Source: an optimization exercise on an open RTL-to-GDS flow (aim: small area, a short achievable clock period and few clock cycles per item). Production flows keep margins and buffers that such runs may drop.
RTL that was checked went through simulation tests only; none was proved equivalent to the original.
No functional check of the RTL was part of run 7.
No driver is modelled on the clock port, so clocking that relies on it looks cheaper here than on a real chip.

`design/flow/config.mk`:
```
export PLATFORM = sky130hd
export DESIGN_NAME = sw_top
export DESIGN_NICKNAME = sw_top
export VERILOG_FILES = /design/flow/design.v
export SDC_FILE = /design/flow/constraint.sdc
export NUM_CORES = 4
export LEC_CHECK = 0
export CAP_MARGIN = 20
export CORE_MARGIN = 2
export CORE_UTILIZATION = 40
export SLEW_MARGIN = 20
```
`design/flow/constraint.sdc`:
```
create_clock -name core_clock -period 22.0 [get_ports {clk}]
set_input_delay 4.4000 -clock core_clock [delete_from_list [all_inputs] [get_ports {clk}]]
set_output_delay 4.4000 -clock core_clock [all_outputs]
set_load 0.01 [all_outputs]
```
`design/flow/run.sh`:
```
#!/bin/bash
# synth_recipe.tcl (not shown) runs the flow's synth.tcl, then flattens the netlist and writes it again
# the make line also repeats each setting of config.mk as NAME=value (left out here)
make -C /OpenROAD-flow-scripts/flow DESIGN_CONFIG=/design/flow/config.mk WORK_HOME=/design/flow/orfs CLKGATE_MAP_FILE= SYNTH_SCRIPT=/design/flow/synth_recipe.tcl finish
```
`design/flow/design.v`:
```
`default_nettype none
package sw_pkg;
    typedef enum logic [1:0] {
        BASE_A = 2'd0,
        BASE_T = 2'd1,
        BASE_G = 2'd2,
        BASE_C = 2'd3
    } base_t;
    typedef logic signed [8-1:0] score_t;
    typedef enum logic [1:0] {
        LOAD_QUERY = 2'd0,
        STREAM_REF = 2'd1,
        DRAIN      = 2'd2
    } load_state_t;
    typedef struct packed {
        score_t             score;
        logic [3-1:0]  row;
        logic [4-1:0]  col;
    } best_t;
endpackage
`default_nettype wire
`timescale 1ns/1ps
`default_nettype none
module sw_pe #(
    parameter int ROW = 0,
    parameter int W   = 5,    
    parameter int WU  = 5     
) (
    input  logic          clk,
    input  logic          rst,
    input  logic          i_step,     
    input  logic          i_valid,    
    input  logic          i_q_we,
    input  logic [1:0]    i_q_base,
    input  logic [1:0]    i_base,     
    input  logic [WU-1:0] i_h_up,     
    output logic [1:0]    o_base,
    output logic [W-1:0]  o_h         
);
    logic [1:0]    q_base;
    logic [WU-1:0] diag;              
    logic [W-1:0]  h_new;
    always_ff @(posedge clk) begin
        if (i_q_we) q_base <= i_q_base;
    end
    always_comb begin
        logic [W-1:0] dd;
        logic [W-1:0] m;
        dd = (ROW == 0) ? '0 : W'(diag);
        m  = dd;
        if (ROW != 0 && W'(i_h_up) > m) m = W'(i_h_up);
        if (o_h > m) m = o_h;
        if (i_base == q_base) h_new = dd + 2'd2;
        else                  h_new = (m == '0) ? '0 : m - 1'b1;
    end
    always_ff @(posedge clk) begin
        if (i_step) begin
            o_base <= i_base;
            diag   <= i_h_up;
        end
    end
    if (ROW == 0) begin : g_h_rst
        always_ff @(posedge clk or posedge rst) begin
            if (rst) o_h <= '0;
            else if (i_step) o_h <= i_valid ? h_new : '0;
        end
    end else begin : g_h
        always_ff @(posedge clk) begin
            if (i_step) o_h <= i_valid ? h_new : '0;
        end
    end
endmodule
`default_nettype wire
`timescale 1ns/1ps
`default_nettype none
module sw_top (
    input  logic                clk,
    input  logic                rst,
    input  logic                i_sym_valid,
    input  sw_pkg::base_t       i_sym,
    input  logic                i_res_credit,
    output logic                o_sym_credit,
    output logic                o_res_valid,
    output sw_pkg::score_t      o_res_score,
    output logic [3-1:0]   o_res_row,
    output logic [4-1:0]   o_res_col
);
    localparam int NQ = 8;
    localparam int NR = 16;
    localparam int ND = NQ + NR - 1;     
    logic       in_v;
    logic [1:0] in_b;
    logic [4:0] cnt;                     
    logic [4:0] d;                       
    logic       step;
    logic       drain;
    logic       is_ref;
    always_ff @(posedge clk or posedge rst) begin
        if (rst) in_v <= 1'b0;
        else     in_v <= i_sym_valid;
    end
    always_ff @(posedge clk) begin
        in_b <= i_sym;
    end
    assign is_ref = (cnt >= 5'(NQ));
    assign drain  = (d >= 5'(NR));
    assign step   = (in_v && is_ref) || drain;
    always_ff @(posedge clk or posedge rst) begin
        if (rst) begin
            cnt <= '0;
            d   <= '0;
        end else begin
            if (in_v) cnt <= (cnt == 5'(NQ + NR - 1)) ? '0 : cnt + 1'b1;
            if (step) d   <= (d == 5'(ND - 1)) ? '0 : d + 1'b1;
        end
    end
    function automatic int hw(input int row);
        int mx;
        mx = 2 * (row + 1);
        hw = $clog2(mx + 1);
    endfunction
    logic [1:0] base_c [NQ+1];
    logic [4:0] h_c    [NQ+1];           
    logic [NQ-1:0] valid;
    assign base_c[0] = in_b;
    assign h_c[0]    = '0;
    for (genvar i = 0; i < NQ; i++) begin : g_pe
        localparam int W  = hw(i);
        localparam int WU = (i == 0) ? 1 : hw(i - 1);
        logic [W-1:0] h;
        assign valid[i] = (d >= 5'(i)) && (d <= 5'(i + NR - 1));
        sw_pe #(.ROW(i), .W(W), .WU(WU)) u_pe (
            .clk      (clk),
            .rst      (rst),
            .i_step   (step),
            .i_valid  (valid[i]),
            .i_q_we   (in_v && (cnt == 5'(i))),
            .i_q_base (in_b),
            .i_base   (base_c[i]),
            .i_h_up   (h_c[i][WU-1:0]),
            .o_base   (base_c[i+1]),
            .o_h      (h)
        );
        assign h_c[i+1] = 5'(h);
    end
    logic       trk;
    logic [4:0] s1 [4];
    logic [2:0] r1 [4];
    logic [4:0] s2 [2];
    logic [2:0] r2 [2];
    logic [4:0] s3;
    logic [2:0] r3;
    always_ff @(posedge clk or posedge rst) begin
        if (rst) trk <= 1'b0;
        else     trk <= step;
    end
    always_comb begin
        for (int k = 0; k < 4; k++) begin
            if (h_c[2*k+1] >= h_c[2*k+2]) begin
                s1[k] = h_c[2*k+1];
                r1[k] = 3'(2*k);
            end else begin
                s1[k] = h_c[2*k+2];
                r1[k] = 3'(2*k+1);
            end
        end
        for (int k = 0; k < 2; k++) begin
            if (s1[2*k] >= s1[2*k+1]) begin
                s2[k] = s1[2*k];
                r2[k] = r1[2*k];
            end else begin
                s2[k] = s1[2*k+1];
                r2[k] = r1[2*k+1];
            end
        end
        if (s2[0] >= s2[1]) begin
            s3 = s2[0];
            r3 = r2[0];
        end else begin
            s3 = s2[1];
            r3 = r2[1];
        end
    end
    logic       p_v;
    logic [4:0] p_d;                 
    logic       p_first;
    logic       p_done;
    logic [3:0] p_dl;
    logic [4:0] p_s;
    logic [2:0] p_r;
    always_ff @(posedge clk or posedge rst) begin
        if (rst) p_v <= 1'b0;
        else     p_v <= trk;
    end
    always_ff @(posedge clk) begin
        p_s <= s3;
        p_r <= r3;
    end
    always_comb begin
        logic [5:0] x;
        x = {1'b0, d} - 6'd1 - {5'd0, trk};
        p_d = x[5] ? 5'(x + 6'(ND)) : x[4:0];
    end
    assign p_first = (p_d == 5'd0);
    assign p_done  = (p_d == 5'(ND - 1));
    assign p_dl    = p_d[3:0];
    logic [4:0] run_s;
    logic [2:0] run_r;
    logic [3:0] run_c;
    logic [4:0] b_s;
    logic [2:0] b_r;
    logic [3:0] b_c;
    logic       done;
    always_comb begin
        if (p_first) begin
            b_s = '0;
            b_r = '0;
            b_c = '0;
        end else begin
            b_s = run_s;
            b_r = run_r;
            b_c = run_c;
        end
        if (p_s > b_s) begin
            b_s = p_s;
            b_r = p_r;
            b_c = p_dl - 4'(p_r);
        end
    end
    always_ff @(posedge clk) begin
        if (p_v) begin
            run_s <= b_s;
            run_r <= b_r;
            run_c <= b_c;
        end
    end
    assign done = p_v && p_done;
    logic       rv;
    logic [3:0] rcred;
    logic [1:0] pend;                    
    logic       rc_in;                   
    always_ff @(posedge clk or posedge rst) begin
        if (rst) rc_in <= 1'b0;
        else     rc_in <= i_res_credit;
    end
    assign o_res_valid = rv;
    assign o_res_score = sw_pkg::score_t'({3'b000, run_s});
    assign o_res_row   = run_r;
    assign o_res_col   = run_c;
    logic [2:0] owed;                    
    logic [2:0] avail;
    logic       allow;                   
    logic       give;
    logic       osc;
    assign avail = owed + {2'b0, in_v};
    assign allow = (cnt == 5'(NQ + NR - 5) + {2'b0, owed});
    assign give  = (avail != '0) && (!allow || (rcred != {2'b0, pend}));
    always_ff @(posedge clk or posedge rst) begin
        if (rst) begin
            owed  <= '0;
            osc   <= 1'b0;
            rv    <= 1'b0;
            rcred <= '0;
            pend  <= '0;
        end else begin
            owed  <= avail - {2'b0, give};
            osc   <= give;
            rv    <= done;
            rcred <= rcred + {3'b0, rc_in} - {3'b0, rv};
            pend  <= pend + {1'b0, give && allow} - {1'b0, rv};
        end
    end
    assign o_sym_credit = osc;
endmodule
`default_nettype wire
```
==> results of run 1 <==
==> kinds of logic after synthesis <==
| group | count (synthesis) |
|---|---|
| xor+xnor | 43 |
| fa+ha+maj | 111 |
| other cells | 1 |
| flops | 130 |
| buf+inv | 118 |
| simple gates | 236 |
| mux | 66 |
| compound gates | 211 |
==> Yosys cell counts (5+ instances only) <==
| master | count |
|---|---|
| a211oi_1 | 12 |
| dfrtp_1 | 27 |
| a21oi_1 | 65 |
| nand3_1 | 14 |
| and2_1 | 19 |
| ha_1 | 109 |
| nand2b_1 | 12 |
| nor2_1 | 66 |
| xor2_1 | 18 |
| nor3_1 | 15 |
| clkbuf_1 | 11 |
| o211ai_1 | 10 |
| dfxtp_1 | 10 |
| mux2i_1 | 44 |
| o21a_1 | 10 |
| xnor2_1 | 25 |
| mux2_2 | 20 |
| and3_1 | 5 |
| a21o_1 | 11 |
| or3_1 | 6 |
| nor2b_1 | 18 |
| inv_1 | 96 |
| nand4_1 | 9 |
| edfxtp_1 | 93 |
| a31oi_1 | 14 |
| o21ai_0 | 37 |
| nand2_1 | 55 |
==> registers in the layout, indices dropped and copies added, names as in the netlist <==
signal / cells
run_r: 3
g_pe.u_pe.diag: 24
owed: 3
g_pe.u_pe.o_base: 14
in_b: 2
g_pe.u_pe.q_base: 16
p_r: 3
pend: 2
run_s: 5
d: 5
osc: 1
trk: 1
g_pe.u_pe.o_h: 29
rc_in: 1
p_v: 1
run_c: 4
in_v: 1
cnt: 5
rv: 1
p_s: 5
rcred: 4
==> worst reg2reg max path: stages, from the launching register on <==
cell and delay (ns):
edfxtp_1 0.50, inv_1 0.10, ha_1 0.30, nand2_1 0.08
o21ai_0 0.15, a21oi_1 0.08, nor2_1 0.31, mux2i_1 0.39
inv_1 0.08, ha_1 0.27, nand2b_1 0.14, a21oi_1 0.18
nor2b_1 0.08, a221oi_2 0.40, or2_4 0.23, mux2_4 0.30
ha_1 0.27, o21ai_0 0.07, o2bb2ai_1 0.21, and2_1 0.21
a41o_1 0.27, a222oi_1 0.35
==> cell type report <==
class                      count  share of cell area, %
sequential                   130                   35.7
timing repair buffer          20                   1.92
clock buffer                  19                   4.21
clock inverter                13                   1.68
tap                          285                   3.47
multi-input combinational    670                   49.5
inverter                      97                   3.54
==> cells in the final DEF, fill, tap and decap left out, drive strengths merged, types with 9 or more instances in the layout <==
cell,instances
xnor2,25
o21a,10
clkdlybuf4s50,19
a31oi,15
a21oi,66
clkbuf,19
edfxtp,93
nand2b,13
nor3,16
nand3,14
o211ai,11
a21o,11
dfrtp,27
mux2,22
nand4,9
ha,109
nor2,66
dfxtp,10
o21ai,43
mux2i,44
a211oi,12
nor2b,18
nand2,55
inv,101
xor2,18
and2,20
==> routing by layer <==
layer | up-vias | share of wire [%] | track usage [%]
li1 | 3369 | - | -
met1 | 3046 | 50 | 22.6
met2 | 77 | 46 | 26.0
met3 | 14 | 3.1 | 3.36
met4 | 0 | 1.1 | 4.67
met5 | - | 0 | 0
==> worst paths after layout <==
path                                                   startpoint  slack [ns]               end
worst min register to register                      trk$_DFF_PP0_        0.38     p_v$_DFF_PP0_
worst max register to register  g_pe[7].u_pe.o_h[2]$_SDFFCE_PN0P_       16.94    p_s[0]$_DFF_P_
worst max-delay path                                 rv$_DFF_PP0_       16.25       o_res_valid
min in group asynchronous                                     rst        4.34   rc_in$_DFF_PP0_
max in group asynchronous                                     rst       17.29  d[0]$_DFFE_PP0P_
worst min-delay path                                trk$_DFF_PP0_        0.38     p_v$_DFF_PP0_
==> metrics by stage <==
step | setup slack (ns) | utilization [%]
floorplan | 17.05 | -
global placement | 16.37 | 42.7
detailed placement | 16.36 | 42.7
CTS | 16.23 | 45.4
global route | 16.18 | 45.4
finish | 16.25 | 45.4
==> metrics.csv, run 1 <==
metric;value;unit
muxShareOfSynthArea;7.54;%
tns;0;ns
ff2ff_path_depth;21;
dp.cells;1202;
clk-insertion-delay-late;0.43;ns
drt_iter0_markers;378;
synth-compound-area-share;15.4;%
yosysTopAreaCellShare;30.3;%
num_antenna_cells;0;
io_buffers;19;
cap_violations;0;
grt_antenna_before_repair;0;
path_clk_slew;0.06;ns
ys_seq_area_share;39.8;%
synth_area_leaders;edfxtp_1 (30%), ha_1 (15%), dfrtp_1 (7.3%);
ys_types;76;
slowest_delay;0.56;ns
synthAdderAreaFrac;15.2;%
initial_core_util;40.7;%
final_cell_area;10300;sq um
synth-simple-area-share;12.8;%
grt_pass1_wl;31600;um
finalSetupViolCount;0;
syn_area_per_cell;10.1;sq um
async_reset_ff_share;20.8;%
drv_slew;0;
crit_path_cell_trace;clkdlybuf4s50_1;
hold_path_depth;0;
firstDrtPassIters;5;
cts_resized;0;
ctsHtreeMaxLevel;4;
skew;0.0115;ns
instances_no_fill;1234;
cts_made_buffers;17;
hold_viol_final;0;
synth_area;9220;sq um
clock.fmax;0.174;GHz
nets;1053;
period_needed;5.75;ns
cp.required;17.60;ns
dieHeight;156;um
critPathArrivalTime;1.35;ns
root_buffer;clkbuf_16;
dieWidth;156;um
ys_ff_latch;130;
ys.flop_type;edfxtp_1;
cp_max_fo;3;
clk_path_buf_depth;2;
slew_headroom;32.6;%
multi_input_area;5090;sq um
worst-path-stages;1;
rsz0062_at_grt;false;
vias_per_cell;5.27;
synth_warnings;21;
cts_hold_buf;0;
cts_sinks;130;
drive_gt1_share;7.80;%
dpl.hpwl;13800;um
drt-total-wl;18700;um
path_class;flip-flop to primary output;
gr-total-overflow;0;
grt_max_degree;73;
end_kind;primary output;
cp_num_buf_inv;1;
fin_crit_sh;26.1;%
grtUsageTotal;16.3;%
routabilityCongestion;0.859;
synthCells;916;
hp-class;flip-flop to flip-flop;
die_area;24300;sq um
synth_largest_area_cell;edfxtp_1;
placed_area;9680;sq um
coreArea;22600;sq um
cts_tree;built;
post-route-drc-count;0;
post_drt_wl_per_cell;15.2;um
seq_area;3670;sq um
fillCellCount;2095;
synth_edf_count;93;
max_slew.worst_pin.slew;1.01;ns
synth_top_family_by_area;compound AO/OA/AOI/OAI gates;
rows;55;
cp_top_family;buffers and inverters;
startpoint_type;flip-flop;
syn_to_final_growth;11.6;%
vias;6506;
status;complete, no violations;
yosys.area_share.xor_xnor;4.08;%
postCtsSetupRepairBufs;0;
hold_ws;0.378;ns
ant_nets;0;
io_pins;23;
cp_slowest_cell;clkdlybuf4s50_1;
grt_pass1_vias;6384;
Testbench counts, summed over its fixed seeds: cycles 9,304, jobs 384.
==> inputs of run 2 (changes only) <==
==> design/flow/flow/run.sh (new file) <==
#!/bin/bash
# Standard ORFS layout with two changes: the port buffers are buf_2 instead of
# the default delay-cell buffer, and clock tree synthesis inserts no dummy loads.
set -o pipefail
bash standard.sh \
  'BUFFER_PORTS_ARGS=-buffer_cell sky130_fd_sc_hd__buf_2' \
  'CTS_ARGS=-sink_clustering_enable -repair_clock_nets -dont_use_dummy_load' \
  finish > standard.log 2>&1
==> design/flow/standard.sh (new file) <==
#!/bin/bash
# synth_recipe.tcl (not shown) runs the flow's synth.tcl, then flattens the netlist and writes it again
# the make line also repeats each setting of config.mk as NAME=value (left out here)
make -C /OpenROAD-flow-scripts/flow DESIGN_CONFIG=/design/flow/config.mk WORK_HOME=/design/flow/orfs CLKGATE_MAP_FILE= SYNTH_SCRIPT=/design/flow/synth_recipe.tcl "${@:-finish}"
--- a/design/flow/config.mk
+++ b/design/flow/config.mk
@@ -7,5 +7,5 @@
 export LEC_CHECK = 0
 export CAP_MARGIN = 20
 export CORE_MARGIN = 2
-export CORE_UTILIZATION = 40
+export CORE_UTILIZATION = 60
 export SLEW_MARGIN = 20
removed: design/flow/run.sh
==> metrics.csv, run 2 <==
metric;value;unit
status;complete, no violations;
vias;6764;
vias_per_cell;6.03;
ctsHtreeMaxLevel;4;
cts_tree;built;
grt_max_degree;67;
startpoint_type;flip-flop;
synth_top_family_by_area;compound AO/OA/AOI/OAI gates;
synthAdderAreaFrac;15.2;%
clk-insertion-delay-late;0.42;ns
period_needed;5.42;ns
finalSetupViolCount;0;
grt_pass1_wl;31900;um
synthCells;916;
muxShareOfSynthArea;7.54;%
initial_core_util;61.1;%
synth-simple-area-share;12.8;%
hp-class;flip-flop to flip-flop;
drv_slew;0;
grt_most_used_layer;met2;
path_class;flip-flop to primary output;
die_area;16400;sq um
slew_headroom;37.6;%
firstDrtPassIters;5;
rows;45;
nets;1053;
gr-total-overflow;0;
crit_path_cell_trace;buf_2;
tns;0;ns
ys_types;76;
grt_use_met1;30.1;%
worstReg2RegStart;g_pe[7].u_pe.o_h[2]$_SDFFCE_PN0P_;
mostFrequentLayoutCell;ha_1;
grt_use_met2;44.4;%
final_cell_area;9900;sq um
grt_antenna_before_repair;0;
skew;0.0196;ns
synth_area;9220;sq um
yosys.area_share.xor_xnor;4.08;%
ant_nets;0;
synth_area_leaders;edfxtp_1 (30%), ha_1 (15%), dfrtp_1 (7.3%);
timing.rr.end;p_s[1]$_DFF_P_;
slowest_delay;0.44;ns
synth_largest_area_cell;edfxtp_1;
ff2ff_path_depth;21;
post-place-ws;16.67;ns
rsz0062_at_grt;false;
fin_crit_sh;24.7;%
top_regs;g_pe.u_pe.o_h (29), g_pe.u_pe.diag (24), g_pe.u_pe.q_base (16);
cap_violations;0;
final_util;65.6;%
max_slew.worst_pin.slew;0.930;ns
end_kind;primary output;
rrSetupSlack;16.90;ns
ys.flop_type;edfxtp_1;
drt-total-wl;19200;um
dieHeight;128;um
yosys-top-cells-count;ha_1 (109), inv_1 (96), edfxtp_1 (93);
synth.most_common_cell;ha_1;
worst_slack;16.58;ns
cts_made_buffers;17;
dpl.hpwl;14400;um
syn_area_per_cell;10.1;sq um
io_buffers;19;
ys_ff_latch;130;
cts_resized;0;
crit_path_end;o_res_score[1];
num_antenna_cells;0;
grtUsageTotal;24.6;%
cp.required;17.60;ns
routabilityCongestion;0.898;
synth_edf_count;93;
clock.fmax;0.184;GHz
drt_iter0_markers;485;
synth_warnings;21;
worst-path-stages;1;
yosysTopAreaCellShare;30.3;%
cp_num_buf_inv;1;
grt_use_met3;4.17;%
clk_path_buf_depth;2;
async_reset_ff_share;20.8;%
postCtsSetupRepairBufs;0;
grt_pass1_vias;6766;
ys_seq_area_share;39.8;%
synth-compound-area-share;15.4;%
critPathArrivalTime;1.02;ns
mostFrequentLayoutCells;ha_1 (109), inv_1 (94), edfxtp_1 (93);
cts_hold_buf;0;
post-route-drc-count;0;
root_buffer;clkbuf_16;
post_drt_wl_per_cell;17.1;um
io_pins;23;
cp_max_fo;2;
dieWidth;128;um
cp-startpoint;run_s[1]$_DFFE_PP_;
drive_gt1_share;8.57;%
top_register;g_pe.u_pe.o_h;
path_clk_slew;0.06;ns
hold_viol_final;0;
cts_sinks;130;
largest_reg_flops;29;
placed_area;9470;sq um
coreArea;15100;sq um
syn_to_final_growth;7.34;%
cp_slowest_cell;edfxtp_1;
cp_top_family;flip-flops;
==> run 2: routing by layer <==
| layer | wire length [um] | vias up |
|---|---|---|
| li1 | - | 3355 |
| met1 | 8460 | 3268 |
| met2 | 9920 | 122 |
| met3 | 629 | 19 |
| met4 | 216 | 0 |
| met5 | 0 | - |
==> run 2: worst reg2reg max path: stages, from the launching register on <==
cell	delay [ns]
edfxtp_1	0.48
inv_1	0.10
ha_1	0.30
nand2_1	0.08
o21ai_0	0.17
a21oi_1	0.09
nor2_1	0.31
mux2i_1	0.41
inv_1	0.08
ha_1	0.27
nand2b_1	0.14
a21oi_1	0.18
nor2b_1	0.08
a221oi_2	0.37
or2_4	0.22
mux2_4	0.30
ha_1	0.26
o21ai_0	0.08
o2bb2ai_1	0.22
and2_1	0.22
a41o_1	0.27
a222oi_1	0.35
==> run 2: cell type report <==
cell class / count / area, sq um
timing repair buffer: 20 / 103
multi-input combinational: 670 / 5100
sequential: 130 / 3670
clock buffer: 17 / 425
tap: 188 / 235
inverter: 97 / 364
fill: 1215 / 5190
==> run 2: cell families after synthesis <==
family,count (synthesis)
flops,130
mux,66
compound gates,211
other cells,1
simple gates,236
fa+ha+maj,111
xor+xnor,43
buf+inv,118
==> run 2: stage by stage <==
stage	instances	hold slack, ns
finish	1122	0.378
global route	1122	0.399
CTS	1122	0.380
detailed placement	1105	0.363
global placement	1105	0.368
floorplan	918	0.354
==> run 2: how the worst min path moves through the flow <==
stage,cells after the start,startpoint,end
3_5_place_dp,0,trk$_DFF_PP0_,p_v$_DFF_PP0_
2_1_floorplan,0,trk$_DFF_PP0_,p_v$_DFF_PP0_
3_3_place_gp,0,trk$_DFF_PP0_,p_v$_DFF_PP0_
6_report,0,trk$_DFF_PP0_,p_v$_DFF_PP0_
4_1_cts,0,trk$_DFF_PP0_,p_v$_DFF_PP0_
5_1_grt,0,trk$_DFF_PP0_,p_v$_DFF_PP0_
==> inputs of run 3 (changes only) <==
--- a/design/flow/design.v
+++ b/design/flow/design.v
@@ -43,13 +43,19 @@
     always_ff @(posedge clk) begin
         if (i_q_we) q_base <= i_q_base;
     end
+    function automatic logic gt(input logic [W-1:0] a, input logic [W-1:0] b);
+        logic g;
+        g = 1'b0;
+        for (int k = 0; k < W; k++) g = (a[k] & ~b[k]) | ((a[k] | ~b[k]) & g);
+        gt = g;
+    endfunction
     always_comb begin
         logic [W-1:0] dd;
         logic [W-1:0] m;
         dd = (ROW == 0) ? '0 : W'(diag);
         m  = dd;
-        if (ROW != 0 && W'(i_h_up) > m) m = W'(i_h_up);
-        if (o_h > m) m = o_h;
+        if (ROW != 0 && gt(W'(i_h_up), m)) m = W'(i_h_up);
+        if (gt(o_h, m)) m = o_h;
         if (i_base == q_base) h_new = dd + 2'd2;
         else                  h_new = (m == '0) ? '0 : m - 1'b1;
     end
@@ -144,75 +150,45 @@
         assign h_c[i+1] = 5'(h);
     end
     logic       trk;
-    logic [4:0] s1 [4];
-    logic [2:0] r1 [4];
-    logic [4:0] s2 [2];
-    logic [2:0] r2 [2];
-    logic [4:0] s3;
-    logic [2:0] r3;
-    always_ff @(posedge clk or posedge rst) begin
-        if (rst) trk <= 1'b0;
-        else     trk <= step;
-    end
-    always_comb begin
-        for (int k = 0; k < 4; k++) begin
-            if (h_c[2*k+1] >= h_c[2*k+2]) begin
-                s1[k] = h_c[2*k+1];
-                r1[k] = 3'(2*k);
-            end else begin
-                s1[k] = h_c[2*k+2];
-                r1[k] = 3'(2*k+1);
-            end
-        end
-        for (int k = 0; k < 2; k++) begin
-            if (s1[2*k] >= s1[2*k+1]) begin
-                s2[k] = s1[2*k];
-                r2[k] = r1[2*k];
-            end else begin
-                s2[k] = s1[2*k+1];
-                r2[k] = r1[2*k+1];
-            end
-        end
-        if (s2[0] >= s2[1]) begin
-            s3 = s2[0];
-            r3 = r2[0];
-        end else begin
-            s3 = s2[1];
-            r3 = r2[1];
-        end
-    end
-    logic       p_v;
-    logic [4:0] p_d;                 
-    logic       p_first;
-    logic       p_done;
-    logic [3:0] p_dl;
-    logic [4:0] p_s;
-    logic [2:0] p_r;
-    always_ff @(posedge clk or posedge rst) begin
-        if (rst) p_v <= 1'b0;
-        else     p_v <= trk;
-    end
-    always_ff @(posedge clk) begin
-        p_s <= s3;
-        p_r <= r3;
-    end
-    always_comb begin
-        logic [5:0] x;
-        x = {1'b0, d} - 6'd1 - {5'd0, trk};
-        p_d = x[5] ? 5'(x + 6'(ND)) : x[4:0];
-    end
-    assign p_first = (p_d == 5'd0);
-    assign p_done  = (p_d == 5'(ND - 1));
-    assign p_dl    = p_d[3:0];
+    logic       first;               
+    logic       done;                
+    logic [3:0] dl;                  
     logic [4:0] run_s;
     logic [2:0] run_r;
     logic [3:0] run_c;
     logic [4:0] b_s;
     logic [2:0] b_r;
     logic [3:0] b_c;
-    logic       done;
+    function automatic logic gt5(input logic [4:0] a, input logic [4:0] b);
+        logic g;
+        g = 1'b0;
+        for (int k = 0; k < 5; k++) g = (a[k] & ~b[k]) | ((a[k] | ~b[k]) & g);
+        gt5 = g;
+    endfunction
+    always_ff @(posedge clk or posedge rst) begin
+        if (rst) trk <= 1'b0;
+        else     trk <= step;
+    end
+    assign first = (d == 5'd1);
+    assign done  = trk && (d == 5'd0);
+    assign dl    = (d == 5'd0) ? 4'(ND - 1) : 4'(d - 1'b1);
     always_comb begin
-        if (p_first) begin
+        logic [4:0]    s0;
+        logic [NQ-1:0] c1;               
+        logic [NQ-1:0] c2;               
+        logic [NQ-1:0] sel;
+        logic [2:0]    r;
+        s0 = first ? 5'd0 : run_s;
+        for (int i = 0; i < NQ; i++) begin
+            c1[i] = gt5(h_c[i+1], s0);
+            c2[i] = c1[i] && (h_c[i+1][0] == s0[0]);
+        end
+        sel = (c2 != '0) ? c2 : c1;
+        r = '0;
+        for (int i = NQ - 1; i >= 0; i--) begin
+            if (sel[i]) r = 3'(i);
+        end
+        if (first) begin
             b_s = '0;
             b_r = '0;
             b_c = '0;
@@ -221,20 +197,19 @@
             b_r = run_r;
             b_c = run_c;
         end
-        if (p_s > b_s) begin
-            b_s = p_s;
-            b_r = p_r;
-            b_c = p_dl - 4'(p_r);
-        end
-    end
-    always_ff @(posedge clk) begin
-        if (p_v) begin
+        if (c1 != '0) begin
+            b_s = s0 + ((c2 != '0) ? 5'd2 : 5'd1);
+            b_r = r;
+            b_c = dl - 4'(r);
+        end
+    end
+    always_ff @(posedge clk) begin
+        if (trk) begin
             run_s <= b_s;
             run_r <= b_r;
             run_c <= b_c;
         end
     end
-    assign done = p_v && p_done;
     logic       rv;
     logic [3:0] rcred;
     logic [1:0] pend;                    
==> design/flow/flow/run.sh (replaced) <==
#!/bin/bash
set -o pipefail
bash standard.sh \
  'BUFFER_PORTS_ARGS=-buffer_cell sky130_fd_sc_hd__buf_2' \
  'CTS_ARGS=-sink_clustering_enable -repair_clock_nets -dont_use_dummy_load -root_buf sky130_fd_sc_hd__clkbuf_16 -buf_list sky130_fd_sc_hd__clkbuf_4' \
  finish > standard.log 2>&1
--- a/design/flow/config.mk
+++ b/design/flow/config.mk
@@ -5,6 +5,7 @@
 export SDC_FILE = /design/flow/constraint.sdc
 export NUM_CORES = 4
 export LEC_CHECK = 0
+export ABC_AREA = 1
 export CAP_MARGIN = 20
 export CORE_MARGIN = 2
 export CORE_UTILIZATION = 60
==> metrics.csv, run 3 <==
metric;value;unit
end_kind;primary output;
drv_slew;0;
io_buffers;19;
dp.cells;1199;
syn_to_final_growth;5.08;%
routabilityCongestion;0.885;
cp_num_buf_inv;1;
rrSetupSlack;17.58;ns
hold_path_depth;0;
cts_sinks;121;
finalSetupViolCount;0;
initial_core_util;60.6;%
startpoint_type;flip-flop;
ctsHtreeMaxLevel;4;
largest_reg_flops;29;
rsz0062_at_grt;false;
path_class;flip-flop to primary output;
yosys-top-cells-count;nand2_1 (294), inv_1 (162), nand3_1 (115);
postCtsSetupRepairBufs;0;
cp_top_family;flip-flops;
slew_headroom;36.7;%
grt_pass1_wl;27900;um
ff2ff_path_depth;24;
num_antenna_cells;0;
cts_made_buffers;17;
grt_antenna_before_repair;0;
ant_nets;0;
cp_slowest_cell;edfxtp_1;
period_needed;5.46;ns
ys.flop_type;edfxtp_1;
synthCells;1011;
max_slew.worst_pin.slew;0.949;ns
hold_end;g_pe[5].u_pe.o_base[0]$_DFFE_PP_;
root_buffer;clkbuf_16;
fillCellCount;1177;
rows;42;
tns;0;ns
coreArea;13100;sq um
firstDrtPassIters;5;
crit_path_cell_trace;buf_2;
grtUsageTotal;24.8;%
ys_seq_area_share;43.9;%
critPathArrivalTime;1.06;ns
drt-total-wl;16300;um
dpl.hpwl;12300;um
mostFrequentLayoutCell;nand2_1;
multi_input_area;3770;sq um
skew;0.0412;ns
drive_gt1_share;5.58;%
async_reset_ff_share;21.5;%
path_clk_slew;0.12;ns
synth_edf_count;93;
top_register;g_pe.u_pe.o_h;
cts_resized;0;
hp-class;flip-flop to flip-flop;
nets;1094;
io_pins;23;
vias;6360;
status;complete, no violations;
dieHeight;119;um
post_drt_wl_per_cell;13.4;um
vias_per_cell;5.23;
gr-total-overflow;0;
cap_violations;0;
grt_pass1_vias;5926;
ys_types;44;
dieWidth;119;um
top_regs;g_pe.u_pe.o_h (29), g_pe.u_pe.diag (24), g_pe.u_pe.q_base (16);
cts_hold_buf;0;
yosysTopAreaCellShare;35.2;%
cts_tree;built;
synth_area_leaders;edfxtp_1 (35%), nand2_1 (14%), dfrtp_1 (8.2%);
synth_warnings;13;
syn_area_per_cell;7.85;sq um
hold_viol_final;0;
clk_path_buf_depth;2;
cp.required;17.60;ns
clock.fmax;0.183;GHz
min-delay-start;g_pe[4].u_pe.o_base[0]$_DFFE_PP_;
grt_max_degree;76;
clk-insertion-delay-late;0.36;ns
mostFrequentLayoutCells;nand2_1 (294), inv_1 (162), nand3_1 (115);
synth_area;7930;sq um
synth.most_common_cell;nand2_1;
cp_max_fo;7;
synth_largest_area_cell;edfxtp_1;
drt_iter0_markers;441;
instances_no_fill;1216;
ys_ff_latch;121;
die_area;14200;sq um
timing.rr.end;run_c[2]$_SDFFCE_PP0P_;
worstReg2RegStart;d[1]$_DFFE_PP0P_;
slowest_delay;0.51;ns
post-route-drc-count;0;
seq_area;3480;sq um
fin_crit_sh;24.8;%
[run 3: cell types whose count changed in the layout (fill, tap and decap cells not counted), sizes merged, moves of 18 or more]
cell   previous run  this run
ha              109        43
nor2b            18         0
mux2i            44         0
inv              95       165
a21oi            66        42
nand2            55       296
mux2             22         0
nand3            14       117
and2             20         1
[run 3: through the flow]
| step | setup WS (ns) | util (%) | cell area (sq um) | hold slack (ns) |
|---|---|---|---|---|
| after global routing | 16.49 | 63.7 | 8340 | 0.490 |
| after global placement | 16.72 | 62.6 | 8190 | 0.454 |
| final | 16.54 | 63.7 | 8340 | 0.477 |
| after detailed placement | 16.68 | 62.6 | 8190 | 0.462 |
| after floorplan | 17.08 | - | 7940 | 0.424 |
| after CTS | 16.52 | 63.7 | 8340 | 0.479 |
[run 3: cell families after synthesis]
family	Yosys count	share of synthesized area, %
simple gates	516	27.9
buf+inv	175	8.72
flops	121	43.9
compound gates	117	7.98
fa+ha+maj	46	7.54
xor+xnor	35	3.86
other cells	1	0.0473
[run 3: area by class of cell]
| class | instances | share of cell area [%] |
|---|---|---|
| flip-flops and latches | 121 | 41.8 |
| repair buffers | 20 | 1.23 |
| clock buffers | 17 | 1.74 |
| well taps | 176 | 2.64 |
| multi-input cells | 717 | 45.2 |
| inverters | 165 | 7.43 |
[run 3: routing by layer]
layer  wire (um)  up-vias  GRT usage [%]
met2        7820      103           40.8
met5           0        -              0
li1            -     3358              -
met1        7550     2879           32.6
met4         287        0           7.89
met3         678       20           5.70
[run 3: worst max path at each step]
stage	to	start	cells after the start	slack [ns]
floorplan	cnt[0]$_DFFE_PP0P_	rst	1	17.08
global placement	cnt[1]$_DFFE_PP0P_	rst	2	16.72
detailed placement	cnt[0]$_DFFE_PP0P_	rst	2	16.68
CTS	o_res_score[2]	run_s[2]$_DFFE_PP_	1	16.52
global route	o_res_score[2]	run_s[2]$_DFFE_PP_	1	16.49
finish	o_res_score[2]	run_s[2]$_DFFE_PP_	1	16.54
Testbench counts of run 3, summed over its fixed seeds: cycles 9,296, jobs 384.
==> inputs of run 4 (changes only) <==
==> design/flow/flow/run.sh (replaced) <==
#!/bin/bash
# Standard ORFS layout with two changes: the port buffers are buf_2 instead of
# the default delay-cell buffer, and clock tree synthesis inserts no dummy loads.
set -o pipefail
bash standard.sh \
  'BUFFER_PORTS_ARGS=-buffer_cell sky130_fd_sc_hd__buf_2' \
  'CTS_ARGS=-sink_clustering_enable -repair_clock_nets -dont_use_dummy_load' \
  finish > standard.log 2>&1
==> metrics.csv, run 4 <==
metric;value;unit
routabilityCongestion;0.885;
rsz0062_at_grt;false;
root_buffer;clkbuf_16;
finalSetupViolCount;0;
yosysTopAreaCellShare;35.2;%
cts_made_buffers;17;
cap_violations;0;
slew_headroom;37.3;%
ant_nets;0;
gr-total-overflow;0;
fin_crit_sh;25.1;%
tns;0;ns
io_pins;23;
synth.most_common_cell;nand2_1;
clk-insertion-delay-late;0.42;ns
grt_most_used_layer;met2;
largest_reg_flops;29;
drv_slew;0;
synth_edf_count;93;
postCtsSetupRepairBufs;0;
cp.required;17.60;ns
slowest_delay;0.50;ns
startpoint_type;flip-flop;
dieWidth;119;um
status;complete, no violations;
syn_area_per_cell;7.85;sq um
ys_seq_area_share;43.9;%
grt_pass1_wl;28300;um
cts_resized;0;
post_drt_wl_per_cell;13.7;um
io_buffers;19;
synth_warnings;13;
cp_top_family;flip-flops;
dpl.hpwl;12300;um
cp_slowest_cell;edfxtp_1;
cts_hold_buf;0;
path_clk_slew;0.05;ns
drt-total-wl;16600;um
skew;0.0244;ns
fillCellCount;1144;
async_reset_ff_share;21.5;%
synth_area;7930;sq um
drive_gt1_share;5.67;%
grt_pass1_vias;5980;
vias;6435;
ys_ff_latch;121;
dieHeight;119;um
grt_use_met3;5.41;%
initial_core_util;60.6;%
synth_largest_area_cell;edfxtp_1;
die_area;14200;sq um
synth_area_leaders;edfxtp_1 (35%), nand2_1 (14%), dfrtp_1 (8.2%);
clk_path_buf_depth;2;
hold_ws;0.473;ns
mostFrequentLayoutCells;nand2_1 (294), inv_1 (162), nand3_1 (115);
cp_num_buf_inv;1;
grtUsageTotal;25.2;%
crit_path_cell_trace;buf_2;
cp_max_fo;7;
vias_per_cell;5.29;
top_register;g_pe.u_pe.o_h;
syn_to_final_growth;8.80;%
drt_iter0_markers;516;
nets;1095;
ys.flop_type;edfxtp_1;
cts_sinks;121;
grt_max_degree;76;
clock.fmax;0.181;GHz
grt_use_met1;32.7;%
top_regs;g_pe.u_pe.o_h (29), g_pe.u_pe.diag (24), g_pe.u_pe.q_base (16);
grt_use_met2;41.5;%
period_needed;5.51;ns
max_slew.worst_pin.slew;0.940;ns
hp-class;flip-flop to flip-flop;
cts_tree;built;
end_kind;primary output;
ys_types;44;
path_class;flip-flop to primary output;
rows;42;
post-route-drc-count;0;
coreArea;13100;sq um
firstDrtPassIters;5;
grt_antenna_before_repair;0;
yosys-top-cells-count;nand2_1 (294), inv_1 (162), nand3_1 (115);
mostFrequentLayoutCell;nand2_1;
synthCells;1011;
critPathArrivalTime;1.11;ns
hold_viol_final;0;
ctsHtreeMaxLevel;4;
num_antenna_cells;0;
-- run 4: cell counts after synthesis --
Identical to the previous run, type by type.
-- run 4: cell families after synthesis --
group,share of synthesized area (%)
XOR/XNOR,3.86
other,0.0473
AND/OR/NAND/NOR,27.9
adder cells (fa/ha/maj),7.54
AO/OA/AOI/OAI,7.98
buffers and inverters,8.72
flip-flops,43.9
-- run 4: worst paths after layout --
path	start	to	slack, ns	depth (start not counted)
worst max-delay path	run_s[2]$_DFFE_PP_	o_res_score[2]	16.49	1
worst min-delay path	g_pe[3].u_pe.o_base[1]$_DFFE_PP_	g_pe[4].u_pe.o_base[1]$_DFFE_PP_	0.47	0
worst max register to register	d[1]$_DFFE_PP0P_	run_c[2]$_SDFFCE_PP0P_	17.59	24
worst min register to register	g_pe[3].u_pe.o_base[1]$_DFFE_PP_	g_pe[4].u_pe.o_base[1]$_DFFE_PP_	0.47	0
max in group asynchronous	rst	d[3]$_DFFE_PP0P_	17.66	3
min in group asynchronous	rst	trk$_DFF_PP0_	3.91	2
-- run 4: through the flow --
| step | util [%] | area, sq um | setup slack, ns | std cells |
|---|---|---|---|---|
| after CTS | 65.9 | 8620 | 16.48 | 1216 |
| final | 66.0 | 8630 | 16.49 | 1217 |
| after global placement | 62.6 | 8190 | 16.72 | 1199 |
| after detailed placement | 62.6 | 8190 | 16.68 | 1199 |
| after floorplan | - | 7940 | 17.08 | 1013 |
| after global routing | 66.0 | 8630 | 16.46 | 1217 |
-- run 4: per-layer routing --
layer,wire length [um],vias up
li1,-,3348
met1,7640,2921
met2,7960,141
met3,705,25
met4,348,0
met5,0,-
-- run 4: cell type report --
type | count | area, sq um | area share (%)
Inverter | 165 | 619 | 7.17
Sequential cell | 121 | 3480 | 40.4
Clock buffer | 17 | 425 | 4.93
Tap cell | 176 | 220 | 2.55
Timing Repair Buffer | 21 | 118 | 1.36
Multi-Input combinational cell | 717 | 3770 | 43.6
==> inputs of run 5 (changes only) <==
==> design/flow/flow/run.sh (replaced) <==
#!/bin/bash
# Standard ORFS layout with three changes: the port buffers are buf_2 instead
# of the default delay-cell buffer; clock tree synthesis uses a clkbuf_16 root
# and clkbuf_4 leaves and no dummy loads; after it, flow/post_cts.tcl gives
# clkbuf_8 to the leaves whose flip-flop clock pins see a slew above 90 ps.
set -o pipefail
bash standard.sh \
  'BUFFER_PORTS_ARGS=-buffer_cell sky130_fd_sc_hd__buf_2' \
  'CTS_ARGS=-sink_clustering_enable -repair_clock_nets -dont_use_dummy_load -root_buf sky130_fd_sc_hd__clkbuf_16 -buf_list sky130_fd_sc_hd__clkbuf_4' \
  "POST_CTS_TCL=$PWD/flow/post_cts.tcl" \
  finish > standard.log 2>&1
==> design/flow/flow/post_cts.tcl (new file) <==
# After CTS with small leaf buffers: give clkbuf_8 to every clock buffer
# whose flip-flop clock pins see a slew above 90 ps, then re-legalize.
set_propagated_clock [all_clocks]
estimate_parasitics -placement
set upsized 0
foreach inst [get_cells -quiet -filter "ref_name == sky130_fd_sc_hd__clkbuf_4"] {
  set name [get_full_name $inst]
  set worst 0
  set net [get_nets -of_objects [get_pins $name/X]]
  foreach pin [get_pins -of_objects $net -filter "direction == input"] {
    foreach e {rise fall} {
      set s [get_property $pin slew_max_$e]
      if {$s ne "" && $s > $worst} { set worst $s }
    }
  }
  if {$worst > 0.090} {
    replace_cell $inst sky130_fd_sc_hd__clkbuf_8
    incr upsized
  }
}
puts "post_cts: upsized $upsized clock buffers"
detailed_placement
estimate_parasitics -placement
==> metrics.csv, run 5 <==
metric;value;unit
startpoint_type;flip-flop;
path_class;flip-flop to primary output;
status;complete, no violations;
ant_nets;0;
slew_headroom;36.1;%
drt-total-wl;16400;um
cp.required;17.60;ns
rows;42;
ys_types;44;
finalSetupViolCount;0;
cp_slowest_cell;edfxtp_1;
drv_slew;0;
post-route-drc-count;0;
top_register;g_pe.u_pe.o_h;
hold_viol_final;0;
hp-class;flip-flop to flip-flop;
period_needed;5.47;ns
drive_gt1_share;5.58;%
yosysTopAreaCellShare;35.2;%
synth_area;7930;sq um
routabilityCongestion;0.885;
path_clk_slew;0.09;ns
end_kind;primary output;
ys_ff_latch;121;
cts_tree;built;
skew;0.0317;ns
io_pins;23;
grt_pass1_vias;5927;
worst_slack;16.53;ns
io_buffers;19;
post_drt_wl_per_cell;13.5;um
dieWidth;119;um
synth_edf_count;93;
syn_to_final_growth;5.47;%
synth_largest_area_cell;edfxtp_1;
cap_violations;0;
dieHeight;119;um
grt_max_degree;76;
gr-total-overflow;0;
max_slew.worst_pin.slew;0.959;ns
cp_top_family;flip-flops;
fillCellCount;1176;
grt_antenna_before_repair;0;
cts_sinks;121;
cp_max_fo;7;
yosys-top-cells-count;nand2_1 (294), inv_1 (162), nand3_1 (115);
coreArea;13100;sq um
vias_per_cell;5.23;
largest_reg_flops;29;
syn_area_per_cell;7.85;sq um
fin_crit_sh;24.9;%
nets;1094;
synth_area_leaders;edfxtp_1 (35%), nand2_1 (14%), dfrtp_1 (8.2%);
final_cell_area;8370;sq um
mostFrequentLayoutCells;nand2_1 (294), inv_1 (162), nand3_1 (115);
die_area;14200;sq um
grt_pass1_wl;27900;um
ys_seq_area_share;43.9;%
tns;0;ns
synth_warnings;13;
async_reset_ff_share;21.5;%
clk-insertion-delay-late;0.36;ns
drt_iter0_markers;501;
vias;6359;
critPathArrivalTime;1.07;ns
num_antenna_cells;0;
crit_path_cell_trace;buf_2;
post-place-ws;16.68;ns
slowest_delay;0.51;ns
synthCells;1011;
synth.most_common_cell;nand2_1;
firstDrtPassIters;6;
initial_core_util;60.6;%
ys.flop_type;edfxtp_1;
grtUsageTotal;24.7;%
rsz0062_at_grt;false;
clock.fmax;0.183;GHz
mostFrequentLayoutCell;nand2_1;
top_regs;g_pe.u_pe.o_h (29), g_pe.u_pe.diag (24), g_pe.u_pe.q_base (16);
cp_num_buf_inv;1;
dpl.hpwl;12300;um
placed_area;8190;sq um
[run 5: cell types whose count changed in the layout (fill, tap and decap cells not counted), sizes merged]
cell and delta:
buf -1
[run 5: cell type report]
class	count	area [sq um]	area share [%]
Multi-Input combinational cell	717	3770	45.0
Sequential cell	121	3480	41.6
Inverter	165	619	7.40
Tap cell	176	220	2.63
Clock buffer	17	176	2.11
Timing Repair Buffer	20	103	1.23
[run 5: final timing paths]
check | cells after the start | slack (ns) | from | end
min reg2reg | 0 | 0.47 | g_pe[2].u_pe.o_base[0]$_DFFE_PP_ | g_pe[3].u_pe.o_base[0]$_DFFE_PP_
min in group asynchronous | 2 | 4.24 | rst | rv$_DFF_PP0_
max | 1 | 16.53 | run_s[2]$_DFFE_PP_ | o_res_score[2]
max in group asynchronous | 2 | 17.16 | rst | cnt[4]$_DFFE_PP0P_
max reg2reg | 24 | 17.59 | d[1]$_DFFE_PP0P_ | run_c[2]$_SDFFCE_PP0P_
min | 0 | 0.47 | g_pe[2].u_pe.o_base[0]$_DFFE_PP_ | g_pe[3].u_pe.o_base[0]$_DFFE_PP_
[run 5: metrics by stage]
| step | hold slack, ns | util (%) | std cells |
|---|---|---|---|
| global placement | 0.454 | 62.6 | 1199 |
| finish | 0.474 | 64.0 | 1216 |
| floorplan | 0.424 | - | 1013 |
| detailed placement | 0.462 | 62.6 | 1199 |
| global route | 0.487 | 64.0 | 1216 |
[run 5: routing by layer]
layer / routed length [um] / part of all wire (%) / track usage [%]
met3: 694 / 4.2 / 5.56
met4: 319 / 1.9 / 7.66
met2: 7790 / 47 / 40.9
met1: 7610 / 46 / 32.6
met5: 0 / 0 / 0
[run 5: logic make-up after synthesis]
group | after synthesis | share of synthesized area [%]
flops | 121 | 43.9
compound gates | 117 | 7.98
fa+ha+maj | 46 | 7.54
other cells | 1 | 0.0473
xor+xnor | 35 | 3.86
buf+inv | 175 | 8.72
simple gates | 516 | 27.9
[run 5: worst register-to-register path, stage by stage (launching register included)]
cell and delay [ns]:
dfrtp_1 0.47, inv_1 0.14, ha_1 0.25, nand3_4 0.22, nand2_1 0.33, ha_1 0.32
or2_2 0.27, nand2_1 0.07, nand3_1 0.09, nand3_1 0.13, nand3_2 0.11, nor2_4 0.16
nand2_4 0.10, o21ai_1 0.15, inv_1 0.07, nand2_1 0.06, nand2_1 0.04, nand2_1 0.05
nand2_1 0.06, a21oi_1 0.21, ha_1 0.19, inv_1 0.06, fa_1 0.40, xnor2_1 0.16
nor2_1 0.06
==> inputs of run 6 (changes only) <==
==> design/flow/flow/run.sh (replaced) <==
#!/bin/bash
# Standard ORFS layout with four changes: the port buffers are buf_2 instead
# of the default delay-cell buffer; clock tree synthesis uses a clkbuf_16 root
# and clkbuf_4 leaves and no dummy loads; after it, flow/post_cts.tcl gives
# clkbuf_8 to the leaves whose flip-flop clock pins see a slew above 90 ps;
# timing repair aims for 17 ns of setup slack, that is a 5 ns clock.
set -o pipefail
bash standard.sh \
  'BUFFER_PORTS_ARGS=-buffer_cell sky130_fd_sc_hd__buf_2' \
  'CTS_ARGS=-sink_clustering_enable -repair_clock_nets -dont_use_dummy_load -root_buf sky130_fd_sc_hd__clkbuf_16 -buf_list sky130_fd_sc_hd__clkbuf_4' \
  "POST_CTS_TCL=$PWD/flow/post_cts.tcl" \
  SETUP_SLACK_MARGIN=17.0 \
  finish > standard.log 2>&1
==> metrics.csv, run 6 <==
metric;value;unit
largest_reg_flops;29;
hold_viol_final;0;
dieHeight;119;um
worstReg2RegStart;d[1]$_DFFE_PP0P_;
drv_slew;0;
post_drt_wl_per_cell;13.5;um
initial_core_util;60.6;%
grtUsageTotal;24.8;%
gr-total-overflow;0;
routed-wl-met2;7860;um
grt_pass1_vias;5949;
timing.rr.end;run_c[2]$_SDFFCE_PP0P_;
rsz0062_at_grt;true;
synth_warnings;13;
grt_max_degree;76;
hp-class;flip-flop to flip-flop;
dpl.hpwl;12300;um
grt_pass1_wl;28000;um
nets;1100;
worst_slack;16.66;ns
die_area;14200;sq um
io_pins;23;
syn_to_final_growth;6.17;%
path_clk_slew;0.09;ns
cp_slowest_cell;edfxtp_1;
dieWidth;119;um
coreArea;13100;sq um
cp.required;17.60;ns
fin_crit_sh;24.3;%
top_register;g_pe.u_pe.o_h;
cp_top_family;flip-flops;
min-delay-start;g_pe[2].u_pe.o_base[0]$_DFFE_PP_;
ys_ff_latch;121;
synth_edf_count;93;
synth_area_leaders;edfxtp_1 (35%), nand2_1 (14%), dfrtp_1 (8.2%);
critPathArrivalTime;0.94;ns
clk-insertion-delay-late;0.36;ns
top_regs;g_pe.u_pe.o_h (29), g_pe.u_pe.diag (24), g_pe.u_pe.q_base (16);
cts_sinks;121;
status;complete, no violations;
worst-path-stages;1;
drt_iter0_markers;462;
tns;0;ns
startpoint_type;flip-flop;
routabilityCongestion;0.885;
max_slew.worst_pin.slew;0.950;ns
synth_largest_area_cell;edfxtp_1;
mostFrequentLayoutCell;nand2_1;
syn_area_per_cell;7.85;sq um
finalSetupViolCount;0;
post-route-drc-count;0;
ff2ff_path_depth;24;
skew;0.0305;ns
drive_gt1_share;6.21;%
hold_path_depth;0;
end_kind;primary output;
cts_tree;built;
ant_nets;0;
synth_area;7930;sq um
num_antenna_cells;0;
slowest_delay;0.42;ns
mostFrequentLayoutCells;nand2_1 (294), inv_1 (161), nand3_1 (115);
hold_end;g_pe[3].u_pe.o_base[0]$_DFFE_PP_;
crit_path_cell_trace;buf_2;
top_layer;met4;
ys_types;44;
vias;6425;
yosys-top-cells-count;nand2_1 (294), inv_1 (162), nand3_1 (115);
async_reset_ff_share;21.5;%
cap_violations;0;
met3_wirelength;702;um
post-place-ws;16.68;ns
ys.flop_type;edfxtp_1;
grt_antenna_before_repair;0;
rrSetupSlack;17.59;ns
vias_per_cell;5.26;
cp_num_buf_inv;1;
cp_max_fo;2;
synth.most_common_cell;nand2_1;
wl_met1;7640;um
slew_headroom;36.6;%
period_needed;5.34;ns
firstDrtPassIters;5;
path_class;flip-flop to primary output;
drt-total-wl;16500;um
rows;42;
synthCells;1011;
yosysTopAreaCellShare;35.2;%
io_buffers;19;
clock.fmax;0.187;GHz
ys_seq_area_share;43.9;%
[run 6: cell counts after synthesis]
No cell type changed its count.
[run 6: metal layers]
layer,track usage [%],up-vias
met5,0,-
met4,7.81,0
met3,5.75,24
met2,41.1,134
met1,32.5,2902
li1,-,3365
[run 6: final cells by class]
type,instances,area [sq um]
fill,1170,4660
multi-input combinational,717,3770
sequential,121,3480
inverter,165,623
tap,176,220
clock buffer,17,176
timing repair buffer,26,154
[run 6: worst max-delay path by stage]
stage | start | endpoint
after detailed placement | rst | cnt[0]$_DFFE_PP0P_
after global placement | rst | cnt[1]$_DFFE_PP0P_
after global routing | run_s[3]$_DFFE_PP_ | o_res_score[3]
final | run_s[2]$_DFFE_PP_ | o_res_score[2]
after floorplan | rst | cnt[0]$_DFFE_PP0P_
[run 6: stage by stage]
| stage | util, % | hold slack [ns] | cell area, sq um | cells |
|---|---|---|---|---|
| global placement | 62.6 | 0.454 | 8190 | 1199 |
| global route | 64.4 | 0.487 | 8420 | 1222 |
| finish | 64.4 | 0.473 | 8420 | 1222 |
| floorplan | - | 0.424 | 7940 | 1013 |
| detailed placement | 62.6 | 0.462 | 8190 | 1199 |
[run 6: cell families (layout without fill, tap and decap cells)]
group           after synthesis  after routing  share of synthesized area, %
fa+ha+maj                    46             46                          7.54
compound gates              117            117                          7.98
buf+inv                     175            208                          8.72
simple gates                516            516                          27.9
xor+xnor                     35             35                          3.86
other cells                   1              3                        0.0473
flops                       121            121                          43.9
==> inputs of run 7 (changes only) <==
--- a/design/flow/design.v
+++ b/design/flow/design.v
@@ -96,11 +96,11 @@
     localparam int ND = NQ + NR - 1;     
     logic       in_v;
     logic [1:0] in_b;
-    logic [4:0] cnt;                     
+    logic       is_ref;                  
+    logic [2:0] qi;                      
     logic [4:0] d;                       
     logic       step;
     logic       drain;
-    logic       is_ref;
     always_ff @(posedge clk or posedge rst) begin
         if (rst) in_v <= 1'b0;
         else     in_v <= i_sym_valid;
@@ -108,16 +108,19 @@
     always_ff @(posedge clk) begin
         in_b <= i_sym;
     end
-    assign is_ref = (cnt >= 5'(NQ));
-    assign drain  = (d >= 5'(NR));
-    assign step   = (in_v && is_ref) || drain;
+    assign drain = (d >= 5'(NR)) && (d != 5'(ND));
+    assign step  = (in_v && is_ref) || drain;
     always_ff @(posedge clk or posedge rst) begin
         if (rst) begin
-            cnt <= '0;
-            d   <= '0;
+            is_ref <= 1'b0;
+            qi     <= '0;
+            d      <= '0;
         end else begin
-            if (in_v) cnt <= (cnt == 5'(NQ + NR - 1)) ? '0 : cnt + 1'b1;
-            if (step) d   <= (d == 5'(ND - 1)) ? '0 : d + 1'b1;
+            if (in_v && !is_ref) qi <= qi + 1'b1;
+            if (in_v && !is_ref && qi == 3'(NQ - 1)) is_ref <= 1'b1;
+            if (in_v && is_ref && d == 5'(NR - 1))   is_ref <= 1'b0;
+            if (step)               d <= d + 1'b1;
+            else if (d == 5'(ND))   d <= '0;
         end
     end
     function automatic int hw(input int row);
@@ -140,7 +143,7 @@
             .rst      (rst),
             .i_step   (step),
             .i_valid  (valid[i]),
-            .i_q_we   (in_v && (cnt == 5'(i))),
+            .i_q_we   (in_v && !is_ref && (qi == 3'(i))),
             .i_q_base (in_b),
             .i_base   (base_c[i]),
             .i_h_up   (h_c[i][WU-1:0]),
@@ -170,8 +173,8 @@
         else     trk <= step;
     end
     assign first = (d == 5'd1);
-    assign done  = trk && (d == 5'd0);
-    assign dl    = (d == 5'd0) ? 4'(ND - 1) : 4'(d - 1'b1);
+    assign done  = trk && (d == 5'(ND));
+    assign dl    = 4'(d - 1'b1);
     always_comb begin
         logic [4:0]    s0;
         logic [NQ-1:0] c1;               
@@ -228,7 +231,7 @@
     logic       give;
     logic       osc;
     assign avail = owed + {2'b0, in_v};
-    assign allow = (cnt == 5'(NQ + NR - 5) + {2'b0, owed});
+    assign allow = is_ref && (d == 5'(NQ + NR - 5 - NQ) + {2'b0, owed});
     assign give  = (avail != '0) && (!allow || (rcred != {2'b0, pend}));
     always_ff @(posedge clk or posedge rst) begin
         if (rst) begin
==> design/flow/flow/run.sh (replaced) <==
#!/bin/bash
# Standard ORFS layout with three changes: the port buffers are buf_2 instead
# of the default delay-cell buffer; clock tree synthesis uses a clkbuf_16 root
# and clkbuf_4 leaves and no dummy loads; after it, flow/post_cts.tcl gives
# clkbuf_8 to the leaves whose flip-flop clock pins see a slew above 90 ps.
set -o pipefail
bash standard.sh \
  'BUFFER_PORTS_ARGS=-buffer_cell sky130_fd_sc_hd__buf_2' \
  'CTS_ARGS=-sink_clustering_enable -repair_clock_nets -dont_use_dummy_load -root_buf sky130_fd_sc_hd__clkbuf_16 -buf_list sky130_fd_sc_hd__clkbuf_4' \
  "POST_CTS_TCL=$PWD/flow/post_cts.tcl" \
  finish > standard.log 2>&1
==> metrics.csv, run 7 <==
metric;value;unit
firstDrtPassIters;5;
grt_pass1_vias;6082;
num_antenna_cells;0;
cp.required;17.60;ns
dieWidth;119;um
gr-total-overflow;0;
post-place-ws;16.75;ns
fin_crit_sh;25.0;%
slew_headroom;41.4;%
vias_per_cell;5.32;
synthCells;1001;
top_register;g_pe.u_pe.o_h;
async_reset_ff_share;20.8;%
ys_seq_area_share;43.2;%
syn_area_per_cell;7.99;sq um
mostFrequentLayoutCell;nand2_1;
clk-insertion-delay-late;0.36;ns
largest_reg_flops;29;
synth_largest_area_cell;edfxtp_1;
rsz0062_at_grt;false;
drt_iter0_markers;406;
period_needed;5.51;ns
drv_slew;0;
grt_antenna_before_repair;0;
synth.most_common_cell;nand2_1;
top_regs;g_pe.u_pe.o_h (29), g_pe.u_pe.diag (24), g_pe.u_pe.q_base (16);
crit_path_cell_trace;buf_2;
grtUsageTotal;25.3;%
io_pins;23;
grt_pass1_wl;28500;um
final_cell_area;8440;sq um
dieHeight;119;um
cp_num_buf_inv;1;
cts_sinks;120;
ff2ff_path_depth;24;
io_buffers;19;
drt-total-wl;16800;um
synth_area_leaders;edfxtp_1 (35%), nand2_1 (13%), dfrtp_1 (7.8%);
synth_edf_count;93;
grt_max_degree;54;
path_class;flip-flop to primary output;
hp-class;flip-flop to flip-flop;
post-route-drc-count;0;
drive_gt1_share;9.52;%
slowest_delay;0.53;ns
syn_to_final_growth;5.54;%
cp_top_family;flip-flops;
worst-path-stages;1;
cap_violations;0;
skew;0.0288;ns
worst_slack;16.49;ns
yosys-top-cells-count;nand2_1 (278), inv_1 (157), nand3_1 (99);
initial_core_util;60.9;%
hold_path_depth;0;
placed_area;8250;sq um
cp_slowest_cell;edfxtp_1;
synth_warnings;13;
status;complete, no violations;
max_slew.worst_pin.slew;0.873;ns
vias;6406;
ys_ff_latch;120;
post_drt_wl_per_cell;13.9;um
startpoint_type;flip-flop;
path_clk_slew;0.09;ns
routabilityCongestion;0.843;
mostFrequentLayoutCells;nand2_1 (278), inv_1 (156), nand3_1 (99);
ys_types;45;
tns;0;ns
end_kind;primary output;
rows;42;
ant_nets;0;
finalSetupViolCount;0;
die_area;14300;sq um
clock.fmax;0.182;GHz
cts_tree;built;
dpl.hpwl;12600;um
ys.flop_type;edfxtp_1;
synth_area;8000;sq um
cp_max_fo;7;
yosysTopAreaCellShare;34.9;%
coreArea;13100;sq um
critPathArrivalTime;1.11;ns
final_util;64.2;%
hold_viol_final;0;
nets;1084;
-- run 7: routing by layer --
layer	up-vias	GRT usage [%]	share of wire [%]
met5	-	0	0
met4	0	7.94	1.5
met3	17	5.80	4.9
met2	134	41.3	48
met1	2928	33.8	46
li1	3327	-	-
-- run 7: through the flow --
stage	hold slack [ns]	cells
final	0.474	1205
after floorplan	0.421	1003
after global placement	0.453	1188
after global routing	0.484	1205
after detailed placement	0.459	1188
-- run 7: layout make-up --
class / instances / area [sq um]
repair buffers: 20 / 103
well taps: 176 / 220
flip-flops and latches: 120 / 3460
inverters: 171 / 642
multi-input cells: 701 / 3830
clock buffers: 17 / 189
fillers: 1181 / 4700
-- run 7: cell families (layout without fill, tap and decap cells) --
family | Yosys count | in the layout | synth area share [%]
and+or+nand+nor | 492 | 492 | 27.5
buffers and inverters | 182 | 208 | 9.12
adders and majority gates | 47 | 47 | 7.64
xor gates and xnor gates | 34 | 34 | 3.72
AOI/OAI and AO/OA | 125 | 125 | 8.72
other | 1 | 3 | 0.0469
DFF | 120 | 120 | 43.2
-- run 7: worst paths after layout --
check                                                   endpoint                              from  slack (ns)
worst max-delay path                              o_res_score[2]                run_s[2]$_DFFE_PP_       16.49
worst min-delay path            g_pe[3].u_pe.o_base[0]$_DFFE_PP_  g_pe[2].u_pe.o_base[0]$_DFFE_PP_        0.47
worst max register to register            run_c[2]$_SDFFCE_PP0P_                  d[1]$_DFFE_PP0P_       17.54
worst min register to register  g_pe[3].u_pe.o_base[0]$_DFFE_PP_  g_pe[2].u_pe.o_base[0]$_DFFE_PP_        0.47
max in group asynchronous                     rcred[3]$_DFF_PP0_                               rst       17.46
min in group asynchronous                      qi[1]$_DFFE_PP0P_                               rst        4.12

## port drivers added, routing unchanged
How much do the figures lean on ideal ports? The routed layouts below were timed once more, with nothing changed but the port constraints.
Step 1 assumes that a clkbuf_16 drives the clock port and a buf_2 every other input.
Step 2 moves the port delays by t, midway between the first and last clock arrival at a register: inputs arrive t later, outputs are due t later. That takes back most of the time a late clock gives input paths.
a / b / c = ideal ports / drivers / drivers and shift; a / b = the first two.
run | t, ns | setup WS [ns] | worst hold slack (ns) | worst setup path after step 2 | worst slew at a driven data input, ns
run 1 | 0.465 | 16.247 / 16.202 / 16.666 | 0.378 / 0.378 / 0.378 | register to output | 0.03
run 2 | 0.458 | 16.576 / 16.535 / 16.900 | 0.378 / 0.378 / 0.378 | register to register | 0.03
run 3 | 0.385 | 16.540 / 16.498 / 16.802 | 0.477 / 0.477 / 0.477 | input, reset recovery | 0.03
run 4 | 0.451 | 16.487 / 16.444 / 16.894 | 0.473 / 0.473 / 0.473 | register to output | 0.03
run 5 | 0.384 | 16.527 / 16.485 / 16.797 | 0.474 / 0.474 / 0.474 | input, reset recovery | 0.03
run 6 | 0.384 | 16.661 / 16.618 / 17.002 | 0.473 / 0.473 / 0.473 | register to output | 0.03
run 7 | 0.391 | 16.494 / 16.451 / 16.842 | 0.474 / 0.474 / 0.474 | register to output | 0.03
After both steps setup and hold are still met in every run listed. Setup slack includes reset recovery checks.
